Context: an optimization exercise on an open-source flow, tuned for small area. The choices shown serve that exercise and are no tape-out recipe.
Function was checked by simulation only, so behaviour that the tests miss may differ from the original.
Power figures rest on the tool's default switching activity, not on a simulated workload.

**design/flow/run.sh**
```bash
#!/bin/bash
# synth_recipe.tcl (not shown) runs the flow's synth.tcl, then flattens the netlist and writes it again
# the make line also repeats each setting of config.mk as NAME=value (left out here)
make -C /OpenROAD-flow-scripts/flow DESIGN_CONFIG=/design/flow/config.mk WORK_HOME=/design/flow/orfs CLKGATE_MAP_FILE= SYNTH_SCRIPT=/design/flow/synth_recipe.tcl finish
```
**design/flow/config.mk**
```make
export PLATFORM = sky130hd
export DESIGN_NAME = regfile_mp
export DESIGN_NICKNAME = regfile_mp
export VERILOG_FILES = /design/flow/design.v
export SDC_FILE = /design/flow/constraint.sdc
export NUM_CORES = 4
export LEC_CHECK = 0
export CAP_MARGIN = 20
export CORE_MARGIN = 2
export CORE_UTILIZATION = 40
export SLEW_MARGIN = 20
```
**design/flow/constraint.sdc**
```tcl
create_clock -name core_clock -period 6.0 [get_ports {clk}]
set_input_delay 1.2000 -clock core_clock [delete_from_list [all_inputs] [get_ports {clk}]]
set_output_delay 1.2000 -clock core_clock [all_outputs]
set_load 0.01 [all_outputs]
```
**design/flow/design.v**
```verilog
package regfile_mp_pkg;
  typedef enum logic {
    CLR = 1'b0,
    RUN = 1'b1
  } state_e;
  localparam int ZERO_ADDR = 0;
  localparam int PAR_MAXW = 64;
  function automatic logic even_parity(input logic [PAR_MAXW-1:0] d);
    return (^d);
  endfunction
endpackage
import regfile_mp_pkg::*;
module regfile_mp_rdport
#(
  parameter int DW = 32,
  parameter int AW = 5
) (
  input  logic          run_i,        
  input  logic          re_i,
  input  logic [AW-1:0] raddr_i,
  input  logic          we0_i,
  input  logic [AW-1:0] waddr0_i,
  input  logic [DW-1:0] wdata0_i,
  input  logic          we1_i,
  input  logic [AW-1:0] waddr1_i,
  input  logic [DW-1:0] wdata1_i,
  input  logic [DW-1:0] arr_data_i,   
  output logic [DW-1:0] rdata_o,
  output logic          perr_o
);
  always_comb begin
    rdata_o = '0;
    perr_o  = 1'b0;
    if (!run_i || !re_i || (raddr_i == AW'(ZERO_ADDR))) begin
      rdata_o = '0;
    end else if (we1_i && (waddr1_i == raddr_i)) begin
      rdata_o = wdata1_i;
    end else if (we0_i && (waddr0_i == raddr_i)) begin
      rdata_o = wdata0_i;
    end else begin
      rdata_o = arr_data_i;
    end
  end
endmodule
import regfile_mp_pkg::*;
module regfile_mp
#(
  parameter  int DW    = 32,
  parameter  int DEPTH = 32,
  parameter  int NRD   = 2,
  localparam int AW    = $clog2(DEPTH)
) (
  input  logic              clk,
  input  logic              rst_,
  input  logic              clr_req,
  output logic              ready,
  input  logic              we0,
  input  logic [AW-1:0]     waddr0,
  input  logic [DW-1:0]     wdata0,
  input  logic              we1,
  input  logic [AW-1:0]     waddr1,
  input  logic [DW-1:0]     wdata1,
  input  logic [NRD-1:0]    re,
  input  logic [NRD*AW-1:0] raddr,
  output logic [NRD*DW-1:0] rdata,
  output logic [NRD-1:0]    perr
);
  localparam logic [AW-1:0] LAST_ADDR  = AW'(DEPTH - 1);
  localparam logic [AW-1:0] FIRST_ADDR = AW'(1);
  regfile_mp_pkg::state_e state_q, state_d;
  logic [AW-1:0] cnt_q, cnt_d;
  logic          run;
  logic [DW-1:0] regs_q [DEPTH];
  always_ff @(posedge clk) begin
    if (!rst_) begin
      state_q <= CLR;
      cnt_q   <= FIRST_ADDR;
    end else begin
      state_q <= state_d;
      cnt_q   <= cnt_d;
    end
  end
  always_comb begin
    state_d = state_q;
    cnt_d   = cnt_q;
    if (state_q == CLR) begin
      cnt_d = cnt_q + FIRST_ADDR;
      if (cnt_q == LAST_ADDR) begin
        state_d = RUN;
      end
    end else if (clr_req) begin
      state_d = CLR;
      cnt_d   = FIRST_ADDR;
    end
  end
  always_comb begin
    ready = rst_ && (state_q == RUN);
    run   = ready;
  end
  always_ff @(posedge clk) begin
    if (rst_) begin
      if (state_q == CLR) begin
        regs_q[cnt_q] <= '0;
      end else begin
        if (we0 && (waddr0 != AW'(ZERO_ADDR))) begin
          regs_q[waddr0] <= wdata0;
        end
        if (we1 && (waddr1 != AW'(ZERO_ADDR))) begin
          regs_q[waddr1] <= wdata1;
        end
      end
    end
  end
  for (genvar gi = 0; gi < NRD; gi++) begin : g_rd
    logic [AW-1:0] rd_addr;
    logic [DW-1:0] rd_data;
    logic          rd_perr;
    assign rd_addr = raddr[gi*AW +: AW];
    regfile_mp_rdport #(
      .DW(DW),
      .AW(AW)
    ) u_rdport (
      .run_i      (run),
      .re_i       (re[gi]),
      .raddr_i    (rd_addr),
      .we0_i      (we0),
      .waddr0_i   (waddr0),
      .wdata0_i   (wdata0),
      .we1_i      (we1),
      .waddr1_i   (waddr1),
      .wdata1_i   (wdata1),
      .arr_data_i (regs_q[rd_addr]),
      .rdata_o    (rd_data),
      .perr_o     (rd_perr)
    );
    assign rdata[gi*DW +: DW] = rd_data;
    assign perr[gi]           = rd_perr;
  end
endmodule
```
==> summary.txt, run 1 <==
Status: timing/DRC/antenna clean
Worst Setup SP: raddr[8]
Worst slack, placed: 261 ps
Ys flop type: edfxtp_1
WP data arrival: 4740 ps
Drt wl/cell: 32.2 um
Die area: 156,000 sq um
Max Fclk: 168 MHz
# clock sinks: 1,030
Number of DRC markers in iteration 0: 7,439
HP Class: flop to flop
Hold Buf Count CTS: 0
Worst r2r dst: regs_q[12][10]
DRC Markers: 0
Hold Path Sink: cnt_q[0]
CP Launch Type: input port
Vias in the first global route: 46,400
Syn avg cell area: 11.2 sq um
Synthesized area: 61,200 sq um
Crit path required time: 4800 ps
VDD IR max: 0.217 mV
R2r setup slk: 2320 ps
Post-Syn Instances: 5,444
Slew HR: 18.7%
CTS max path bufs: 3
GPL Wtd Cong: 1.01
Largest net degree at the start of global routing: 73
Top post-synthesis cells by area: edfxtp_1 50%, mux4_2 14%, o21ai_0 8.8%
Tot Pwr: 16.3 mW
Setup violators final: 0
Synth Register Bits: 1,030
Hpwl dp: 150 mm
Gr usage total: 29.8%
CTS tree: yes
Post-synth top cells: 1,081 x o21ai_0, 1,043 x nand2_1, 1,024 x edfxtp_1, 505 x clkbuf_1, 386 x mux4_2
Critical path class: input port to primary output
Max-Cap Viols: 0
Std-Cell Rows: 143
Hold path depth: 2
Yosys top cell by area: edfxtp_1
Cts repair resizes: 0
Hold Crit Start: cnt_q[0]
First-pass DRT Iterations: 9
First-pass GRT wire length: 336 mm
Final hold vios: 0
CTS HTree Levels: 3
I/O pin count: 158
Clk_skew: 19.8 ps
IO buf count: 155
Starting Density: 40.3%
Sequential fraction of the synthesis area: 50.4%
Crit-path max FO: 6
Final wirelength: 240 mm
Tcrit/Tclk final: 99.1%
Start of the worst register-to-register path: state_q
Final core occ: 45.8%
Crit path capture type: primary output
Fin. max-slew vios: 0
Clock Root Buffer: clkbuf_16
RSZ-0062 raised after global routing: no
Post-Route Setup TNS: 0 ps
Die width: 395 um
Most frequent cell after synthesis: o21ai_0
Pleak: 20.5 nW
Post-synth EDFFs: 1,024
DIE HEIGHT: 395 um
Synth warn: 2
FF-to-FF path depth: 6
Least-Margin Pin Slew: 1200 ps
Worst-skew pair later-pin latency: 760 ps
Core ar.: 152,000 sq um
Clock transition at path regs: 60 ps
Synth cell types: 72
Share of layout cells above drive strength 1: 17.8%
Final hold slack: 587 ps
Initial antenna violation count: 7
Vias: 48,800
Final Net Count: 5,416
Post-route ant nets: 0
Post-CTS Setup Inserts: 0
Inserted Clock Buffers: 110
Cell Pwr Density: 235 nW/um^2
Period minus WS final: 5940 ps
Total grt overflow: 0
Worst setup slack after layout: 56.6 ps
Drt via density: 6.55
Yosys top cell area share: 50.2%
Async S/R FF share, synth: 0%
Area grow syn2layout: 13.6%
==> area by class of cell <==
cell class              count  area [sq um]
fillers                 13700         82400
flip-flops and latches   1030         30900
multi-input cells        3672         27900
repair buffers            469          4560
clock buffers             137          2910
well taps                2030          2540
clock inverters            71           616
inverters                  40           155
diodes                      4          10.0
==> power breakdown <==
group | total, mW | switching [mW] | internal (mW) | leakage [nW]
clock | 6.88 | 3.06 | 3.82 | 1.72
sequential | 7.90 | 0.0324 | 7.87 | 7.78
combinational | 1.54 | 0.993 | 0.548 | 11.0
==> worst max path at each step <==
stage              endpoint  cells past startpoint
4_1_cts           rdata[17]                      9
2_1_floorplan  regs_q[2][0]                      8
6_report          rdata[40]                      8
3_5_place_dp      rdata[17]                      9
5_1_grt           rdata[17]                      9
3_3_place_gp      rdata[40]                      8
==> registers in the layout, summed over array words and instances (netlist names) <==
signal / count
cnt_q: 5
regs_q: 1024
state_q: 1
==> cells by family (layout without fill, tap and decap cells) <==
| kind of cell | count (synthesis) | count (layout) | synth area share (%) |
|---|---|---|---|
| AO/OA/AOI/OAI | 1604 | 1604 | 15.3 |
| AND/OR/NAND/NOR | 1340 | 1340 | 9.44 |
| flip-flops | 1030 | 1030 | 50.4 |
| buffers and inverters | 743 | 717 | 5.11 |
| multiplexers | 704 | 704 | 19.4 |
| XOR/XNOR | 20 | 20 | 0.286 |
| adder cells (fa/ha/maj) | 2 | 2 | 0.0409 |
| other | 1 | 6 | 0.00613 |
==> worst max-delay path, stage by stage <==
cell             delay, ps
clkdlybuf4s50_1        630
xor2_1                 290
nor4_4                 620
and2_0                 460
buf_4                  250
a31oi_1                100
o211ai_1               530
clkdlybuf4s50_1        650
==> through the flow <==
stage                     cell area (sq um)  std cells
after CTS                             69400       7446
after global placement                65900       7234
after detailed placement              65900       7238
after floorplan                       61200       5445
final                                 69500       7453
after global routing                  69500       7450
==> cells in the final DEF (no fill, tap or decap), types with 13 or more instances in the layout <==
master	Yosys	final
buf_12	0	47
o21ai_0	1081	1081
o211ai_1	40	40
inv_1	38	37
a21oi_1	63	63
clkbuf_1	505	24
nand2_1	1043	1031
mux4_2	386	386
a22oi_1	65	65
edfxtp_1	1024	1024
nor2_4	3	13
o311ai_1	16	15
or4_1	13	13
o2111ai_1	23	23
and3_1	44	44
o221ai_1	124	124
clkinv_1	0	34
mux2i_1	314	314
o21bai_4	0	22
clkinv_2	0	18
a21o_1	22	22
nand4bb_1	25	25
clkbuf_16	0	112
nand3_1	123	123
o22ai_1	69	60
a31oi_1	17	17
clkdlybuf4s50_1	0	149
buf_4	25	262
a211oi_1	26	26
==> per-layer routing <==
layer | GRT usage (%) | share of wire (%)
met2 | 44.2 | 43
met3 | 7.30 | 12
met4 | 14.9 | 5.7
met1 | 40.8 | 38
met5 | 0 | 0.0067
==> run 2, diff against run 1 <==
==> design/flow/flow/run.sh (new file) <==
#!/bin/bash
# The standard layout (standard.sh, unchanged synthesis) with two changes:
#  - ports are buffered with buf_2 instead of the default delay buffer (the
#    resizer may still upsize them)
#  - clock tree synthesis uses clkbuf_16, clusters up to 20 sinks within 60 um
#    per leaf buffer and inserts no dummy loads
# The ORFS logs stay under orfs/logs; make's own output goes to standard.log.
set -e
export BUFFER_PORTS_ARGS="-buffer_cell sky130_fd_sc_hd__buf_2"
export CTS_ARGS="-sink_clustering_enable -repair_clock_nets -dont_use_dummy_load -sink_clustering_size 20 -sink_clustering_max_diameter 60 -buf_list {sky130_fd_sc_hd__clkbuf_16}"
bash standard.sh > standard.log 2>&1
==> design/flow/standard.sh (new file) <==
#!/bin/bash
# synth_recipe.tcl (not shown) runs the flow's synth.tcl, then flattens the netlist and writes it again
# the make line also repeats each setting of config.mk as NAME=value (left out here)
make -C /OpenROAD-flow-scripts/flow DESIGN_CONFIG=/design/flow/config.mk WORK_HOME=/design/flow/orfs CLKGATE_MAP_FILE= SYNTH_SCRIPT=/design/flow/synth_recipe.tcl "${@:-finish}"
--- a/design/flow/config.mk
+++ b/design/flow/config.mk
@@ -7,5 +7,6 @@
 export LEC_CHECK = 0
-export CAP_MARGIN = 20
+export CAP_MARGIN = 0
 export CORE_MARGIN = 2
 export CORE_UTILIZATION = 40
-export SLEW_MARGIN = 20
+export SETUP_SLACK_MARGIN = 0.2
+export SLEW_MARGIN = 0
removed: design/flow/run.sh
==> summary.txt, run 2 <==
Status: timing/DRC/antenna clean
Slew HR: 13.2%
Xor/xnor share of the synthesized area: 0.286%
Crit path largest cell delay: 820 ps
Tcrit/Tclk final: 91.7%
Synthesized area: 61,200 sq um
Start of the worst register-to-register path: state_q
Post-synth EDFFs: 1,024
Largest net degree at the start of global routing: 65
Post-Route Setup TNS: 0 ps
Cell Pwr Density: 219 nW/um^2
Worst r2r dst: regs_q[16][9]
Yosys top cell by area: edfxtp_1
Gr usage total: 29.6%
Worst setup slack after layout: 497 ps
R2r setup slk: 1980 ps
Crit path required time: 4800 ps
Critical-path cell list: buf_2 -> xor2_1 -> nor4_4 -> a22o_1 -> or4_1 -> o211ai_1 -> buf_2
GPL Wtd Cong: 0.990
Max reg flops: 1,024
Mux contribution to synthesized area: 19.4%
Top post-synthesis cells by area: edfxtp_1 50%, mux4_2 14%, o21ai_0 8.8%
CTS max path bufs: 3
Hold Buf Count CTS: 0
WP data arrival: 4300 ps
Vias in the first global route: 45,900
Hpwl dp: 146 mm
RSZ-0062 raised after global routing: no
Post-route ant nets: 0
Worst Setup SP: raddr[6]
Clock transition at path regs: 40 ps
VDD IR max: 0.198 mV
Critical path class: input port to primary output
Pleak: 19.4 nW
Drt wl/cell: 32.7 um
Yosys top cell area share: 50.2%
Final wirelength: 237 mm
# fillers: 13,800
Final hold slack: 588 ps
Crit path capture type: primary output
Most frequent CP cell: buf_2
Inserted Clock Buffers: 88
Synth warn: 2
# clock sinks: 1,030
Worst-skew pair later-pin latency: 740 ps
Largest regs: regs_q x1024, cnt_q x5, state_q x1
Share of layout cells above drive strength 1: 17.9%
Std-Cell Rows: 143
Fin. max-slew vios: 0
Post-CTS Setup Inserts: 0
CTS HTree Levels: 3
Routing usage on met3: 7.47%
Commonest non-fill, non-tap cell in the layout: o21ai_0
IO buf count: 155
Most flop-heavy register: regs_q
DIE HEIGHT: 395 um
Worst setup path endpoint: rdata[52]
FF-to-FF path depth: 7
GRT met2 Usage: 43.3%
Number of DRC markers in iteration 0: 7,869
Least-Margin Pin Slew: 1300 ps
Simple-gate area share of the yosys netlist: 9.44%
Max-Cap Viols: 0
Crit-path max FO: 9
Cts repair resizes: 0
Most frequent cell after synthesis: o21ai_0
Syn avg cell area: 11.2 sq um
Total grt overflow: 0
CP Launch Type: input port
Cell depth of the worst setup path: 7
Synth cell types: 72
Area grow syn2layout: 8.25%
Compound-Gate Fraction of Synth Area: 15.3%
First-pass DRT Iterations: 6
Die area: 156,000 sq um
Vias: 48,300
HP Class: flop to flop
Final hold vios: 0
Period minus WS final: 5500 ps
CTS tree: yes
Worst slack, placed: 782 ps
Post-synth top cells: 1,081 x o21ai_0, 1,043 x nand2_1, 1,024 x edfxtp_1, 505 x clkbuf_1, 386 x mux4_2
Core ar.: 152,000 sq um
Drt via density: 6.68
Most frequent cells in the layout: 1,081 x o21ai_0, 1,040 x nand2_1, 1,024 x edfxtp_1
Max Fclk: 182 MHz
First-pass GRT wire length: 335 mm
Synth Register Bits: 1,030
Async S/R FF share, synth: 0%
Final Net Count: 5,284
Gr busiest metal: met2
Clock Root Buffer: clkbuf_16
GRT met1 Usage: 41.6%
Die width: 395 um
Post-synthesis adder-cell area fraction: 0.0409%
Crit path buffers/inverters: 2
Slowest CP cell: a22o_1
Initial antenna violation count: 19
Setup violators final: 0
CP top delay family: compound AO/OA/AOI/OAI gates
Clk_skew: 84.0 ps
Largest family of logic cells by synthesized area: multiplexers
Sequential fraction of the synthesis area: 50.4%
Starting Density: 40.3%
DRC Markers: 0
Ys flop type: edfxtp_1
Post-Syn Instances: 5,444
I/O pin count: 158
-- run 2: cell families after synthesis --
logic type	count (synthesis)
AOI/OAI and AO/OA	1604
xor gates and xnor gates	20
buffers and inverters	743
other	1
muxes	704
DFF	1030
and+or+nand+nor	1340
adders and majority gates	2
-- run 2: how the worst min path moves through the flow --
stage / startpoint / end / depth (start not counted) / slack [ps]
detailed placement: cnt_q[0] / cnt_q[0] / 2 / 580
global placement: cnt_q[0] / cnt_q[0] / 2 / 570
finish: cnt_q[0] / cnt_q[0] / 2 / 590
global route: cnt_q[0] / cnt_q[0] / 2 / 630
CTS: cnt_q[0] / cnt_q[0] / 2 / 590
floorplan: cnt_q[0] / cnt_q[0] / 2 / 540
-- run 2: power breakdown --
part | switching, mW | internal (mW)
Clock | 2.61 | 2.58
Sequential | 0.0330 | 7.87
Combinational | 0.971 | 0.462
-- run 2: stage by stage --
step / instances / utilization [%] / area, sq um / total power [mW]
floorplan: 5445 / - / 61200 / 8.89
global placement: 7131 / 42.2 / 64000 / 9.44
detailed placement: 7131 / 42.2 / 64000 / 9.45
CTS: 7219 / 43.6 / 66200 / 14.5
global route: 7223 / 43.6 / 66200 / 14.8
finish: 7229 / 43.6 / 66300 / 14.5
-- run 2: final cells by class --
class	count	area, sq um	area share (%)
repair buffers	359	2640	3.98
well taps	2030	2540	3.83
flip-flops and latches	1030	30900	46.6
clock buffers	88	2200	3.32
diodes	10	25.0	0.0378
multi-input cells	3672	27800	42.0
inverters	40	155	0.234
-- run 2: layer usage --
metal,part of all wire (%),up-vias
li1,-,20200
met5,0.040,-
met2,43,3570
met1,39,24000
met4,4.8,14
met3,13,571
-- run 2: worst reg2reg max path: cells and delay by family (launching register included) --
| kind | cells | cell delay, ps |
|---|---|---|
| buffers and inverters | 2 | 1030 |
| AO/OA/AOI/OAI | 2 | 850 |
| AND/OR/NAND/NOR | 2 | 800 |
| flip-flops | 1 | 650 |
| multiplexers | 1 | 280 |

[static timing again, ports no longer ideal]
No port has a modelled driver above. Below, the same layouts with a new extraction and two added sets of constraints. Step 1 assumes that a clkbuf_16 drives the clock port and a buf_2 every other input. Step 2 moves the port delays by t, midway between the first and last clock arrival at a register: inputs arrive t later, outputs are due t later. That takes back most of the time a late clock gives input paths. Slacks: no drivers / after step 1 / after step 2; pairs: no drivers / after step 1.
run | shift t [ns] | slack for setup (ns) | hold slack, ns | slew at the worst register clock pin (ns) | cell pins on the clock port's net
run 1 | 0.822 | 0.057 / 0.032 / 0.032 | 0.587 / 0.587 / 0.587 | 0.07 / 0.07 | 1
run 2 | 0.779 | 0.497 / 0.457 / 0.471 | 0.588 / 0.588 / 0.588 | 0.09 / 0.09 | 1
After both steps every run listed still meets setup and hold. For run 2, which loses most, drivers alone change the setup slack by -0.040 ns; drivers and shift together by -0.026 ns.
